From an optimization exercise on the open Yosys and OpenROAD flow, aimed at small area, a short achievable clock period and few clock cycles per item; shortcuts taken in it are not production practice. No run shown here included a check of the RTL's function; only the layout flow was run. Power is estimated from default activity; no workload was simulated.

==> flow/design.v (outline; a module is shown in full before it is edited, if it fits) <==
// module layer_top: 1912 lines
// module csa_fa: 10 lines
// module csa_ha: 9 lines
module layer_top (
   input  logic             clk,
   input  logic             reset,
   input  logic             s_valid,
   input  logic             m_ready,
   input  layer_pkg::data_t data_in,
   output logic             s_ready,
   output logic             m_valid,
   output layer_pkg::data_t data_out
);
  // ...
==> flow/run.sh <==
#!/bin/bash
# synth_recipe.tcl (not shown) runs the flow's synth.tcl, then flattens the netlist and writes it again
# the make line also repeats each setting of config.mk as NAME=value (left out here)
make -C /OpenROAD-flow-scripts/flow DESIGN_CONFIG=/design/flow/config.mk WORK_HOME=/design/flow/orfs CLKGATE_MAP_FILE= SYNTH_SCRIPT=/design/flow/synth_recipe.tcl finish
==> flow/config.mk <==
export PLATFORM = sky130hd
export DESIGN_NAME = layer_top
export DESIGN_NICKNAME = layer_top
export VERILOG_FILES = /design/flow/design.v
export SDC_FILE = /design/flow/constraint.sdc
export NUM_CORES = 4
export LEC_CHECK = 0
export CAP_MARGIN = 20
export CORE_MARGIN = 2
export CORE_UTILIZATION = 30
export SETUP_SLACK_MARGIN = 4.3
export SLEW_MARGIN = 20
export SYNTH_HIERARCHICAL = 1
export SYNTH_MINIMUM_KEEP_SIZE = 0
==> flow/constraint.sdc <==
create_clock -name core_clock -period 7.0 [get_ports {clk}]
set_input_delay 1.4000 -clock core_clock [delete_from_list [all_inputs] [get_ports {clk}]]
set_output_delay 1.4000 -clock core_clock [all_outputs]
set_load 0.01 [all_outputs]
==> flow_metrics.py, run 1 <==
metrics = {
    "critical_path": {
        "critPathLaunchType": "flop",
        "cp.depth": 10,
        "cp_slowest_cell": "fa_2",
        "slowest_delay_ps": 630,
        "reg2reg_slack_ps": 3720,
        "reg2reg_to": "data_out[3]",
    },
    "pwr": {
        "top_power_group": "sequential cells",
        "p_seq_mw": 4.20,
        "p_sw_mw": 2.12,
        "p_per_area_mw_per_mm2": 225,
        "p_sw_share_pct": 23.8,
        "power_mw": 8.88,
    },
    "route": {
        "first_iter_violations": 3299,
        "met1_length_mm": 41.1,
        "vias_per_cell": 5.31,
        "drt-pass1-iter-count": 13,
        "route.met3.wl_mm": 10.2,
        "ant_nets": 0,
    },
    "grt": {
        "overflow": 0,
        "grt_max_degree": 132,
        "use_met2_pct": 26.3,
        "met1_usage_pct": 23.1,
        "grt_use_total_pct": 17.5,
    },
    "outcome": {
        "status": "timing/DRC/antenna clean",
    },
    "finish": {
        "final_layout_size_suffix_gt1_share_pct": 13.9,
        "dominant_cells": "flip-flops and latches",
        "inverters_excl_clock": 60,
        "multi_input_area_mm2": 0.0160,
    },
    "timing": {
        "rsz0062_at_grt": "yes",
    },
    "synth": {
        "ys_ff_latch": 621,
        "synth_ff_type": "edfxtp_1",
        "yosysSeqAreaShare_pct": 51.4,
        "synth_mux_area_share_pct": 0.0624,
    },
    "floorplanning": {
        "die_h_um": 341,
        "initial_core_util_pct": 30.3,
        "die_x_um": 341,
    },
    "clocking": {
        "clock-root-buffer": "clkbuf_16",
        "cts_tree": "built",
    },
}
==> run 2, diff against run 1 <==
--- a/flow/design.v
+++ b/flow/design.v
@@ -1372,90 +1372,90 @@
    csa_fa u_s715 (.a(c578), .b(s661), .c(s663), .s(s715), .co(c716));
    wire s717, c718;
    csa_fa u_s717 (.a(s665), .b(c656), .c(c658), .s(s717), .co(c718));
    wire s719, c720;
    csa_fa u_s719 (.a(c588), .b(s667), .c(s669), .s(s719), .co(c720));
    wire s721, c722;
    csa_fa u_s721 (.a(s671), .b(c662), .c(c664), .s(s721), .co(c722));
    wire s723, c724;
-   csa_ha u_s723 (.a(s675), .b(s677), .s(s723), .co(c724));
+   csa_ha u_s723 (.a(r5_4_0), .b(r5_4_1), .s(s723), .co(c724));
    wire s725, c726;
-   csa_fa u_s725 (.a(s679), .b(s681), .c(c676), .s(s725), .co(c726));
+   csa_fa u_s725 (.a(r5_5_0), .b(r5_5_1), .c(r5_5_2), .s(s725), .co(c726));
    wire s727, c728;
-   csa_fa u_s727 (.a(s683), .b(s685), .c(c680), .s(s727), .co(c728));
+   csa_fa u_s727 (.a(r5_6_0), .b(r5_6_1), .c(r5_6_2), .s(s727), .co(c728));
    wire s729, c730;
-   csa_fa u_s729 (.a(s687), .b(s689), .c(c684), .s(s729), .co(c730));
+   csa_fa u_s729 (.a(r5_7_0), .b(r5_7_1), .c(r5_7_2), .s(s729), .co(c730));
    wire s731, c732;
-   csa_fa u_s731 (.a(c624), .b(s691), .c(s693), .s(s731), .co(c732));
+   csa_fa u_s731 (.a(r5_8_0), .b(r5_8_1), .c(r5_8_2), .s(s731), .co(c732));
    wire s733, c734;
-   csa_ha u_s733 (.a(c688), .b(c690), .s(s733), .co(c734));
+   csa_ha u_s733 (.a(r5_8_3), .b(r5_8_4), .s(s733), .co(c734));
    wire s735, c736;
-   csa_fa u_s735 (.a(c630), .b(s695), .c(s697), .s(s735), .co(c736));
+   csa_fa u_s735 (.a(r5_9_0), .b(r5_9_1), .c(r5_9_2), .s(s735), .co(c736));
    wire s737, c738;
-   csa_ha u_s737 (.a(c692), .b(c694), .s(s737), .co(c738));
+   csa_ha u_s737 (.a(r5_9_3), .b(r5_9_4), .s(s737), .co(c738));
    wire s739, c740;
-   csa_fa u_s739 (.a(c636), .b(s699), .c(s701), .s(s739), .co(c740));
+   csa_fa u_s739 (.a(r5_10_0), .b(r5_10_1), .c(r5_10_2), .s(s739), .co(c740));
    wire s741, c742;
-   csa_ha u_s741 (.a(c696), .b(c698), .s(s741), .co(c742));
+   csa_ha u_s741 (.a(r5_10_3), .b(r5_10_4), .s(s741), .co(c742));
    wire s743, c744;
-   csa_fa u_s743 (.a(c642), .b(s703), .c(s705), .s(s743), .co(c744));
+   csa_fa u_s743 (.a(r5_11_0), .b(r5_11_1), .c(r5_11_2), .s(s743), .co(c744));
    wire s745, c746;
-   csa_ha u_s745 (.a(c700), .b(c702), .s(s745), .co(c746));
+   csa_ha u_s745 (.a(r5_11_3), .b(r5_11_4), .s(s745), .co(c746));
    wire s747, c748;
-   csa_fa u_s747 (.a(c648), .b(s707), .c(s709), .s(s747), .co(c748));
+   csa_fa u_s747 (.a(r5_12_0), .b(r5_12_1), .c(r5_12_2), .s(s747), .co(c748));
    wire s749, c750;
-   csa_ha u_s749 (.a(c704), .b(c706), .s(s749), .co(c750));
+   csa_ha u_s749 (.a(r5_12_3), .b(r5_12_4), .s(s749), .co(c750));
    wire s751, c752;
-   csa_fa u_s751 (.a(c654), .b(s711), .c(s713), .s(s751), .co(c752));
+   csa_fa u_s751 (.a(r5_13_0), .b(r5_13_1), .c(r5_13_2), .s(s751), .co(c752));
    wire s753, c754;
-   csa_ha u_s753 (.a(c708), .b(c710), .s(s753), .co(c754));
+   csa_ha u_s753 (.a(r5_13_3), .b(r5_13_4), .s(s753), .co(c754));
    wire s755, c756;
-   csa_fa u_s755 (.a(c660), .b(s715), .c(s717), .s(s755), .co(c756));
+   csa_fa u_s755 (.a(r5_14_0), .b(r5_14_1), .c(r5_14_2), .s(s755), .co(c756));
    wire s757, c758;
-   csa_ha u_s757 (.a(c712), .b(c714), .s(s757), .co(c758));
+   csa_ha u_s757 (.a(r5_14_3), .b(r5_14_4), .s(s757), .co(c758));
    wire s759, c760;
-   csa_fa u_s759 (.a(c666), .b(s719), .c(s721), .s(s759), .co(c760));
-   wire s761 = c716 ^ c718;
+   csa_fa u_s759 (.a(r5_15_0), .b(r5_15_1), .c(r5_15_2), .s(s759), .co(c760));
+   wire s761 = r5_15_3 ^ r5_15_4;
    wire s762, c763;
-   csa_ha u_s762 (.a(r6_5_0), .b(r6_5_1), .s(s762), .co(c763));
+   csa_ha u_s762 (.a(r5_5_3), .b(s725), .s(s762), .co(c763));
    wire s764, c765;
-   csa_fa u_s764 (.a(r6_6_0), .b(r6_6_1), .c(r6_6_2), .s(s764), .co(c765));
+   csa_fa u_s764 (.a(r5_6_3), .b(s727), .c(c726), .s(s764), .co(c765));
    wire s766, c767;
-   csa_fa u_s766 (.a(r6_7_0), .b(r6_7_1), .c(r6_7_2), .s(s766), .co(c767));
+   csa_fa u_s766 (.a(r5_7_3), .b(s729), .c(c728), .s(s766), .co(c767));
    wire s768, c769;
-   csa_fa u_s768 (.a(r6_8_0), .b(r6_8_1), .c(r6_8_2), .s(s768), .co(c769));
+   csa_fa u_s768 (.a(s731), .b(s733), .c(c730), .s(s768), .co(c769));
    wire s770, c771;
-   csa_fa u_s770 (.a(r6_9_0), .b(r6_9_1), .c(r6_9_2), .s(s770), .co(c771));
+   csa_fa u_s770 (.a(s735), .b(s737), .c(c732), .s(s770), .co(c771));
    wire s772, c773;
-   csa_fa u_s772 (.a(r6_10_0), .b(r6_10_1), .c(r6_10_2), .s(s772), .co(c773));
+   csa_fa u_s772 (.a(s739), .b(s741), .c(c736), .s(s772), .co(c773));
    wire s774, c775;
-   csa_fa u_s774 (.a(r6_11_0), .b(r6_11_1), .c(r6_11_2), .s(s774), .co(c775));
+   csa_fa u_s774 (.a(s743), .b(s745), .c(c740), .s(s774), .co(c775));
    wire s776, c777;
-   csa_fa u_s776 (.a(r6_12_0), .b(r6_12_1), .c(r6_12_2), .s(s776), .co(c777));
+   csa_fa u_s776 (.a(s747), .b(s749), .c(c744), .s(s776), .co(c777));
    wire s778, c779;
-   csa_fa u_s778 (.a(r6_13_0), .b(r6_13_1), .c(r6_13_2), .s(s778), .co(c779));
+   csa_fa u_s778 (.a(s751), .b(s753), .c(c748), .s(s778), .co(c779));
    wire s780, c781;
-   csa_fa u_s780 (.a(r6_14_0), .b(r6_14_1), .c(r6_14_2), .s(s780), .co(c781));
+   csa_fa u_s780 (.a(s755), .b(s757), .c(c752), .s(s780), .co(c781));
    wire s782, c783;
-   csa_fa u_s782 (.a(r6_15_0), .b(r6_15_1), .c(r6_15_2), .s(s782), .co(c783));
+   csa_fa u_s782 (.a(s759), .b(s761), .c(c756), .s(s782), .co(c783));
    wire s784, c785;
-   csa_ha u_s784 (.a(r6_9_3), .b(s770), .s(s784), .co(c785));
+   csa_ha u_s784 (.a(c734), .b(s770), .s(s784), .co(c785));
    wire s786, c787;
-   csa_fa u_s786 (.a(r6_10_3), .b(s772), .c(c771), .s(s786), .co(c787));
+   csa_fa u_s786 (.a(c738), .b(s772), .c(c771), .s(s786), .co(c787));
    wire s788, c789;
-   csa_fa u_s788 (.a(r6_11_3), .b(s774), .c(c773), .s(s788), .co(c789));
+   csa_fa u_s788 (.a(c742), .b(s774), .c(c773), .s(s788), .co(c789));
    wire s790, c791;
-   csa_fa u_s790 (.a(r6_12_3), .b(s776), .c(c775), .s(s790), .co(c791));
+   csa_fa u_s790 (.a(c746), .b(s776), .c(c775), .s(s790), .co(c791));
    wire s792, c793;
-   csa_fa u_s792 (.a(r6_13_3), .b(s778), .c(c777), .s(s792), .co(c793));
+   csa_fa u_s792 (.a(c750), .b(s778), .c(c777), .s(s792), .co(c793));
    wire s794, c795;
-   csa_fa u_s794 (.a(r6_14_3), .b(s780), .c(c779), .s(s794), .co(c795));
+   csa_fa u_s794 (.a(c754), .b(s780), .c(c779), .s(s794), .co(c795));
    wire s796, c797;
-   csa_fa u_s796 (.a(r6_15_3), .b(s782), .c(c781), .s(s796), .co(c797));
+   csa_fa u_s796 (.a(c758), .b(s782), .c(c781), .s(s796), .co(c797));
    logic v1;
    logic r2_0_0;
    logic r2_0_1;
    logic r2_1_0;
    logic r2_1_1;
    logic r2_1_2;
    logic r2_1_3;
    logic r2_2_0;
@@ -1832,132 +1832,231 @@
          r2_15_14 <= c460;
       end
    end
    always_ff @(posedge clk) begin
       if (reset) v1 <= 1'b0;
       else if (adv) v1 <= issue;
    end
    logic v2;
-   logic r6_0_0;
-   logic r6_0_1;
-   logic r6_1_0;
-   logic r6_1_1;
-   logic r6_2_0;
-   logic r6_2_1;
-   logic r6_3_0;
-   logic r6_3_1;
-   logic r6_4_0;
-   logic r6_4_1;
-   logic r6_5_0;
-   logic r6_5_1;
-   logic r6_5_2;
-   logic r6_6_0;
-   logic r6_6_1;
-   logic r6_6_2;
-   logic r6_7_0;
-   logic r6_7_1;
-   logic r6_7_2;
-   logic r6_8_0;
-   logic r6_8_1;
-   logic r6_8_2;
-   logic r6_9_0;
-   logic r6_9_1;
-   logic r6_9_2;
-   logic r6_9_3;
-   logic r6_10_0;
-   logic r6_10_1;
-   logic r6_10_2;
-   logic r6_10_3;
-   logic r6_11_0;
-   logic r6_11_1;
-   logic r6_11_2;
-   logic r6_11_3;
-   logic r6_12_0;
-   logic r6_12_1;
-   logic r6_12_2;
-   logic r6_12_3;
-   logic r6_13_0;
-   logic r6_13_1;
-   logic r6_13_2;
-   logic r6_13_3;
-   logic r6_14_0;
-   logic r6_14_1;
-   logic r6_14_2;
-   logic r6_14_3;
-   logic r6_15_0;
-   logic r6_15_1;
-   logic r6_15_2;
-   logic r6_15_3;
+   logic r5_0_0;
+   logic r5_0_1;
+   logic r5_1_0;
+   logic r5_1_1;
+   logic r5_2_0;
+   logic r5_2_1;
+   logic r5_3_0;
+   logic r5_3_1;
+   logic r5_4_0;
+   logic r5_4_1;
+   logic r5_4_2;
+   logic r5_5_0;
+   logic r5_5_1;
+   logic r5_5_2;
+   logic r5_5_3;
+   logic r5_6_0;
+   logic r5_6_1;
+   logic r5_6_2;
+   logic r5_6_3;
+   logic r5_7_0;
+   logic r5_7_1;
+   logic r5_7_2;
+   logic r5_7_3;
+   logic r5_8_0;
+   logic r5_8_1;
+   logic r5_8_2;
+   logic r5_8_3;
+   logic r5_8_4;
+   logic r5_9_0;
+   logic r5_9_1;
+   logic r5_9_2;
+   logic r5_9_3;
+   logic r5_9_4;
+   logic r5_10_0;
+   logic r5_10_1;
+   logic r5_10_2;
+   logic r5_10_3;
+   logic r5_10_4;
+   logic r5_11_0;
+   logic r5_11_1;
+   logic r5_11_2;
+   logic r5_11_3;
+   logic r5_11_4;
+   logic r5_12_0;
+   logic r5_12_1;
+   logic r5_12_2;
+   logic r5_12_3;
+   logic r5_12_4;
+   logic r5_13_0;
+   logic r5_13_1;
+   logic r5_13_2;
+   logic r5_13_3;
+   logic r5_13_4;
+   logic r5_14_0;
+   logic r5_14_1;
+   logic r5_14_2;
+   logic r5_14_3;
+   logic r5_14_4;
+   logic r5_15_0;
+   logic r5_15_1;
+   logic r5_15_2;
+   logic r5_15_3;
+   logic r5_15_4;
    always_ff @(posedge clk) begin
       if (adv) begin
-         r6_0_0 <= r2_0_0;
-         r6_0_1 <= r2_0_1;
-         r6_1_0 <= r2_1_3;
-         r6_1_1 <= s475;
-         r6_2_0 <= c476;
-         r6_2_1 <= s599;
-         r6_3_0 <= c600;
-         r6_3_1 <= s673;
-         r6_4_0 <= c674;
-         r6_4_1 <= s723;
-         r6_5_0 <= c678;
-         r6_5_1 <= s725;
-         r6_5_2 <= c724;
-         r6_6_0 <= c682;
-         r6_6_1 <= s727;
-         r6_6_2 <= c726;
-         r6_7_0 <= c686;
-         r6_7_1 <= s729;
-         r6_7_2 <= c728;
-         r6_8_0 <= s731;
-         r6_8_1 <= s733;
-         r6_8_2 <= c730;
-         r6_9_0 <= s735;
-         r6_9_1 <= s737;
-         r6_9_2 <= c732;
-         r6_9_3 <= c734;
-         r6_10_0 <= s739;
-         r6_10_1 <= s741;
-         r6_10_2 <= c736;
-         r6_10_3 <= c738;
-         r6_11_0 <= s743;
-         r6_11_1 <= s745;
-         r6_11_2 <= c740;
-         r6_11_3 <= c742;
-         r6_12_0 <= s747;
-         r6_12_1 <= s749;
-         r6_12_2 <= c744;
-         r6_12_3 <= c746;
-         r6_13_0 <= s751;
-         r6_13_1 <= s753;
-         r6_13_2 <= c748;
-         r6_13_3 <= c750;
-         r6_14_0 <= s755;
-         r6_14_1 <= s757;
-         r6_14_2 <= c752;
-         r6_14_3 <= c754;
-         r6_15_0 <= s759;
-         r6_15_1 <= s761;
-         r6_15_2 <= c756;
-         r6_15_3 <= c758;
+         r5_0_0 <= r2_0_0;
+         r5_0_1 <= r2_0_1;
+         r5_1_0 <= r2_1_3;
+         r5_1_1 <= s475;
+         r5_2_0 <= c476;
+         r5_2_1 <= s599;
+         r5_3_0 <= c600;
+         r5_3_1 <= s673;
+         r5_4_0 <= s675;
+         r5_4_1 <= s677;
+         r5_4_2 <= c674;
+         r5_5_0 <= s679;
+         r5_5_1 <= s681;
+         r5_5_2 <= c676;
+         r5_5_3 <= c678;
+         r5_6_0 <= s683;
+         r5_6_1 <= s685;
+         r5_6_2 <= c680;
+         r5_6_3 <= c682;
+         r5_7_0 <= s687;
+         r5_7_1 <= s689;
+         r5_7_2 <= c684;
+         r5_7_3 <= c686;
+         r5_8_0 <= c624;
+         r5_8_1 <= s691;
+         r5_8_2 <= s693;
+         r5_8_3 <= c688;
+         r5_8_4 <= c690;
+         r5_9_0 <= c630;
+         r5_9_1 <= s695;
+         r5_9_2 <= s697;
+         r5_9_3 <= c692;
+         r5_9_4 <= c694;
+         r5_10_0 <= c636;
+         r5_10_1 <= s699;
+         r5_10_2 <= s701;
+         r5_10_3 <= c696;
+         r5_10_4 <= c698;
+         r5_11_0 <= c642;
+         r5_11_1 <= s703;
+         r5_11_2 <= s705;
+         r5_11_3 <= c700;
+         r5_11_4 <= c702;
+         r5_12_0 <= c648;
+         r5_12_1 <= s707;
+         r5_12_2 <= s709;
+         r5_12_3 <= c704;
+         r5_12_4 <= c706;
+         r5_13_0 <= c654;
+         r5_13_1 <= s711;
+         r5_13_2 <= s713;
+         r5_13_3 <= c708;
+         r5_13_4 <= c710;
+         r5_14_0 <= c660;
+         r5_14_1 <= s715;
+         r5_14_2 <= s717;
+         r5_14_3 <= c712;
+         r5_14_4 <= c714;
+         r5_15_0 <= c666;
+         r5_15_1 <= s719;
+         r5_15_2 <= s721;
+         r5_15_3 <= c716;
+         r5_15_4 <= c718;
       end
    end
    always_ff @(posedge clk) begin
       if (reset) v2 <= 1'b0;
       else if (adv) v2 <= v1;
    end
-   wire [15:0] opa = {s796, s794, s792, s790, s788, s786, c769, s768, s766, s764, r6_5_2, r6_4_0, r6_3_0, r6_2_0, r6_1_0, r6_0_0};
-   wire [15:0] opb = {c795, c793, c791, c789, c787, c785, s784, c767, c765, c763, s762, r6_4_1, r6_3_1, r6_2_1, r6_1_1, r6_0_1};
+   logic v3;
+   logic r8_0_0;
+   logic r8_0_1;
+   logic r8_1_0;
+   logic r8_1_1;
+   logic r8_2_0;
+   logic r8_2_1;
+   logic r8_3_0;
+   logic r8_3_1;
+   logic r8_4_0;
+   logic r8_4_1;
+   logic r8_5_0;
+   logic r8_5_1;
+   logic r8_6_0;
+   logic r8_6_1;
+   logic r8_7_0;
+   logic r8_7_1;
+   logic r8_8_0;
+   logic r8_8_1;
+   logic r8_9_0;
+   logic r8_9_1;
+   logic r8_10_0;
+   logic r8_10_1;
+   logic r8_11_0;
+   logic r8_11_1;
+   logic r8_12_0;
+   logic r8_12_1;
+   logic r8_13_0;
+   logic r8_13_1;
+   logic r8_14_0;
+   logic r8_14_1;
+   logic r8_15_0;
+   logic r8_15_1;
+   always_ff @(posedge clk) begin
+      if (adv) begin
+         r8_0_0 <= r5_0_0;
+         r8_0_1 <= r5_0_1;
+         r8_1_0 <= r5_1_0;
+         r8_1_1 <= r5_1_1;
+         r8_2_0 <= r5_2_0;
+         r8_2_1 <= r5_2_1;
+         r8_3_0 <= r5_3_0;
+         r8_3_1 <= r5_3_1;
+         r8_4_0 <= r5_4_2;
+         r8_4_1 <= s723;
+         r8_5_0 <= c724;
+         r8_5_1 <= s762;
+         r8_6_0 <= s764;
+         r8_6_1 <= c763;
+         r8_7_0 <= s766;
+         r8_7_1 <= c765;
+         r8_8_0 <= s768;
+         r8_8_1 <= c767;
+         r8_9_0 <= c769;
+         r8_9_1 <= s784;
+         r8_10_0 <= s786;
+         r8_10_1 <= c785;
+         r8_11_0 <= s788;
+         r8_11_1 <= c787;
+         r8_12_0 <= s790;
+         r8_12_1 <= c789;
+         r8_13_0 <= s792;
+         r8_13_1 <= c791;
+         r8_14_0 <= s794;
+         r8_14_1 <= c793;
+         r8_15_0 <= s796;
+         r8_15_1 <= c795;
+      end
+   end
+   always_ff @(posedge clk) begin
+      if (reset) v3 <= 1'b0;
+      else if (adv) v3 <= v2;
+   end
+   wire [15:0] opa = {r8_15_0, r8_14_0, r8_13_0, r8_12_0, r8_11_0, r8_10_0, r8_9_0, r8_8_0, r8_7_0, r8_6_0, r8_5_0, r8_4_0, r8_3_0, r8_2_0, r8_1_0, r8_0_0};
+   wire [15:0] opb = {r8_15_1, r8_14_1, r8_13_1, r8_12_1, r8_11_1, r8_10_1, r8_9_1, r8_8_1, r8_7_1, r8_6_1, r8_5_1, r8_4_1, r8_3_1, r8_2_1, r8_1_1, r8_0_1};
    wire [15:0] acc = opa + opb;
    always_ff @(posedge clk) begin
       if (reset)
          m_valid <= 1'b0;
       else if (adv)
-         m_valid <= v2;
+         m_valid <= v3;
    end
    always_ff @(posedge clk) begin
       if (adv)
          data_out <= acc[15] ? 16'd0 : acc;
    end
 endmodule
 module csa_fa (
    input  logic a,
==> flow/config.mk (replaced) <==
export PLATFORM = sky130hd
export DESIGN_NAME = layer_top
export DESIGN_NICKNAME = layer_top
export VERILOG_FILES = /design/flow/design.v
export SDC_FILE = /design/flow/constraint.sdc
export NUM_CORES = 4
export LEC_CHECK = 0
export CAP_MARGIN = 20
export CORE_MARGIN = 2
export CORE_UTILIZATION = 30
export SETUP_SLACK_MARGIN = 4.5
export SLEW_MARGIN = 20
export SYNTH_HIERARCHICAL = 1
export SYNTH_MINIMUM_KEEP_SIZE = 0
==> run 2 against run 1 <==
Net effect: cell area up 7.9%; total power up 3.2%; clock-buffer cell count up 5; largest cell class unchanged; cell count up 5.6%; sequential share of layout area up 0.053 points; still clean; core utilization up 1.2 points; worst setup slack better by 630 ps; worst hold slack worse by 14 ps.
==> flow_metrics.py, run 2 <==
metrics = {
    "clocking": {
        "cts_tree": "built",
        "insertion_delay_ps": 670,
        "ctsHoldBuffers": 0,
        "cts_buffers": 74,
        "h-tree-depth": 3,
        "cts_buffer_depth": 3,
        "cts.clk_slew.worst_paths_ps": 60,
        "clock_sinks": 667,
        "clock-root-buffer": "clkbuf_16",
    },
    "synth": {
        "yosysWarnings": 7,
        "yosysSeqAreaShare_pct": 53.3,
        "ys_ff_latch": 667,
        "synth_cells": 2409,
        "yosys.area.top_type": "edfxtp_1",
        "avgSynthCellArea_um2": 14.7,
        "async_flop_share_pct": 0,
        "synth.distinct_cells": 65,
        "synth.cell_area_mm2": 0.0354,
        "synth_enable_flop_cells": 554,
        "yosys-top-cells-count": "edfxtp_1, fa_1, xnor2_1",
        "synth_ff_type": "edfxtp_1",
        "yosys.cell_count.top_type": "edfxtp_1",
        "ys_top_cells_by_area": "edfxtp_1, fa_1, dfxtp_1, xnor2_1, a222oi_1",
        "synth_top_area_share_pct": 46.9,
    },
    "pwr": {
        "p_int_mw": 7.08,
        "p_per_area_mw_per_mm2": 215,
        "p_sw_mw": 2.08,
        "p_sw_share_pct": 22.7,
        "clkPwrFrac_pct": 44.2,
        "power_leakage_nw": 15.2,
        "ir_drop_mv": 0.161,
        "share_comb_of_total_power_pct": 6.3,
        "seqPwrFrac_pct": 49.6,
        "power_mw": 9.16,
    },
    "critical_path": {
        "endpoint_kind": "flop",
        "crit_required_ps": 7520,
        "crit_end": "biasp[4]",
        "reg2reg_to": "r2_8_1",
        "rr_worst_depth": 5,
        "setup.worst_path.start": "m_ready",
        "critPathLaunchType": "primary input",
        "critical_path.max_fanout": 8,
        "reg2reg_slack_ps": 4430,
        "arrival_ps": 3180,
        "reg2reg_from": "xb[7]",
        "path_class": "in -> reg",
    },
    "timing": {
        "finalHoldViolCount": 0,
        "skew_ps": 47.5,
        "setup_tns_ps": 0,
        "setup_ws_ps": 4340,
        "maxSlewViolCount": 0,
        "setup_violations": 0,
        "maxSlewHeadroom_pct": 41.3,
        "period_minus_slack_ps": 2660,
        "rsz0062_at_grt": "yes",
        "tightest_slew_ps": 879,
        "fmax_mhz": 376,
        "period_share_pct": 37.9,
    },
    "placement": {
        "place.gp.congestion": 0.949,
        "hpwlAfterDp_mm": 75.2,
        "pre_cts_ws_ps": 1870,
        "portBuffers": 36,
    },
    "route": {
        "vias": 22200,
        "drt-pass1-iter-count": 10,
        "vias_per_cell": 5.36,
        "wirelength_mm": 109,
        "first_iter_violations": 3611,
        "routedWlPerCell_um": 26.3,
        "drc": 0,
        "ant_nets": 0,
    },
    "finish": {
        "nets": 2974,
        "area_growth_pct": 19.9,
        "final_common_cell": "edfxtp_1",
        "final_layout_size_suffix_gt1_share_pct": 22.6,
        "layout_common_cells": "edfxtp_1, fa_1, xnor2_1, buf_4, o22ai_1",
    },
    "floorplanning": {
        "core.rowCount": 126,
        "die_h_um": 348,
        "core_mm2": 0.118,
        "die_x_um": 348,
        "dieArea_mm2": 0.121,
        "io_pins": 38,
        "initial_core_util_pct": 30.1,
    },
    "grt": {
        "antenna_found_initial": 2,
        "overflow": 0,
        "grt_pass1_vias": 21900,
        "grt_pass1_wl_mm": 155,
        "grt_max_degree": 87,
        "grt_use_total_pct": 17.5,
    },
    "min_path": {
        "min-delay-path-class": "reg -> reg",
    },
    "flow_run": {
        "drv_cap": 0,
    },
    "outcome": {
        "status": "timing/DRC/antenna clean",
    },
}
[run 2: per-module statistics from Yosys (local to each module, per instance)]
module,flip-flops and latches,cell area (µm²),times used,cells inside
csa_ha,0,12.5,23,1
csa_fa,0,20.0,375,1
layer_top,667,27700,1,2011
[run 2: per-layer routing]
| layer | share of wire, % | track usage (%) | routed length [µm] | vias to the layer above |
|---|---|---|---|---|
| met5 | 0 | 0 | 0 | - |
| li1 | - | - | - | 9128 |
| met1 | 39 | 23.1 | 42100 | 11300 |
| met4 | 6.5 | 9.45 | 7040 | 0 |
| met3 | 11 | 4.55 | 11600 | 292 |
| met2 | 44 | 26.3 | 48000 | 1438 |
[run 2: cell families after synthesis]
kind of cell / after synthesis / synth area share (%)
flip-flops: 667 / 53.3
AO/OA/AOI/OAI: 557 / 11.7
adder cells (fa/ha/maj): 416 / 22.6
buffers and inverters: 268 / 3.00
AND/OR/NAND/NOR: 256 / 3.31
XOR/XNOR: 242 / 5.98
multiplexers: 2 / 0.0671
other: 1 / 0.0106
[run 2: metrics by stage]
step	utilization, %	hold WS (ps)	std cells	cell area, µm²
after detailed placement	31.5	405	3786	37100
after global routing	36.1	418	4135	42500
after global placement	31.5	401	3786	37100
after floorplan	-	400	2415	35600
after CTS	35.0	408	4037	41100
final	36.2	403	4136	42500
[run 2: critical path, stage by stage]
cell     delay (ps)
buf_6            70
nor2b_4          40
buf_6           110
buf_6           110
or4_4           520
a21o_4          340
inv_12          120
buf_12          120
nand2_2         120
a21oi_2         160
a21oi_1          60
[run 2: power by group through the flow]
stage          sequential, mW  clock [mW]  combinational (mW)
3_3_place_gp             4.63           0               0.590
4_1_cts                  4.55        4.12               0.577
6_report                 4.54        4.04               0.575
5_1_grt                  4.55        4.28               0.664
2_1_floorplan            4.62           0               0.354
3_5_place_dp             4.63           0               0.604
[run 2: repair_timing]
action | 4_1_cts | 5_1_grt
buffers inserted | 103 | 94
resized for setup | 265 | 132
setup endpoints to repair | 689 | 359
gates cloned | 11 | 4
pin swaps | 48 | 108
[run 2: worst min-delay path by stage]
stage / startpoint / end / slack [ps] / cells after the start
after floorplan: r2_0_0 / r5_0_0 / 400 / 0
after global placement: ldb[2] / xb[2] / 400 / 0
after detailed placement: ldb[12] / xb[12] / 400 / 0
after CTS: ldb[13] / xb[13] / 410 / 0
after global routing: ldb[2] / xb[2] / 420 / 0
final: ldb[13] / xb[13] / 400 / 0
[run 2: layout make-up]
class	count	area, µm²
Antenna cell	1	2.50
Sequential cell	667	19000
Clock buffer	86	1990
Timing Repair inverter	7	68.8
Tap cell	1536	1920
Inverter	56	349
Timing Repair Buffer	248	2360
Multi-Input combinational cell	1484	16300
Clock inverter	51	558
Fill cell	11100	75100

afterwards: timing with drivers on the ports:
No port has a modelled driver above. Below, the same layouts with a new extraction and two added sets of constraints. Step 1 sets driving cells, clkbuf_16 on the clock port and buf_2 on the other inputs (assumed; they add their load-dependent delay and slew). Step 2 adds t to the input delays and takes it off the output delays; t is the mean of the earliest and latest rising clock arrival at the registers after step 1. Input paths then give back, and output paths get back, about the clock's delay inside the block. Slacks: no drivers / after step 1 / after step 2; pairs: no drivers / after step 1.
| run | t, ns | setup WS [ns] | worst hold slack (ns) | worst setup path after step 2 | worst data-port slew with drivers (ns) |
|---|---|---|---|---|---|
| run 1 | 0.697 | 3.718 / 3.718 / 3.594 | 0.417 / 0.417 / 0.417 | input to register | 0.04 |
| run 2 | 0.715 | 4.344 / 4.369 / 3.664 | 0.403 / 0.403 / 0.403 | input to register | 0.05 |
After both steps every run listed still meets setup and hold. The setup slack of run 2, which loses most, moves by +0.025 ns with the drivers and by -0.680 ns with both steps.
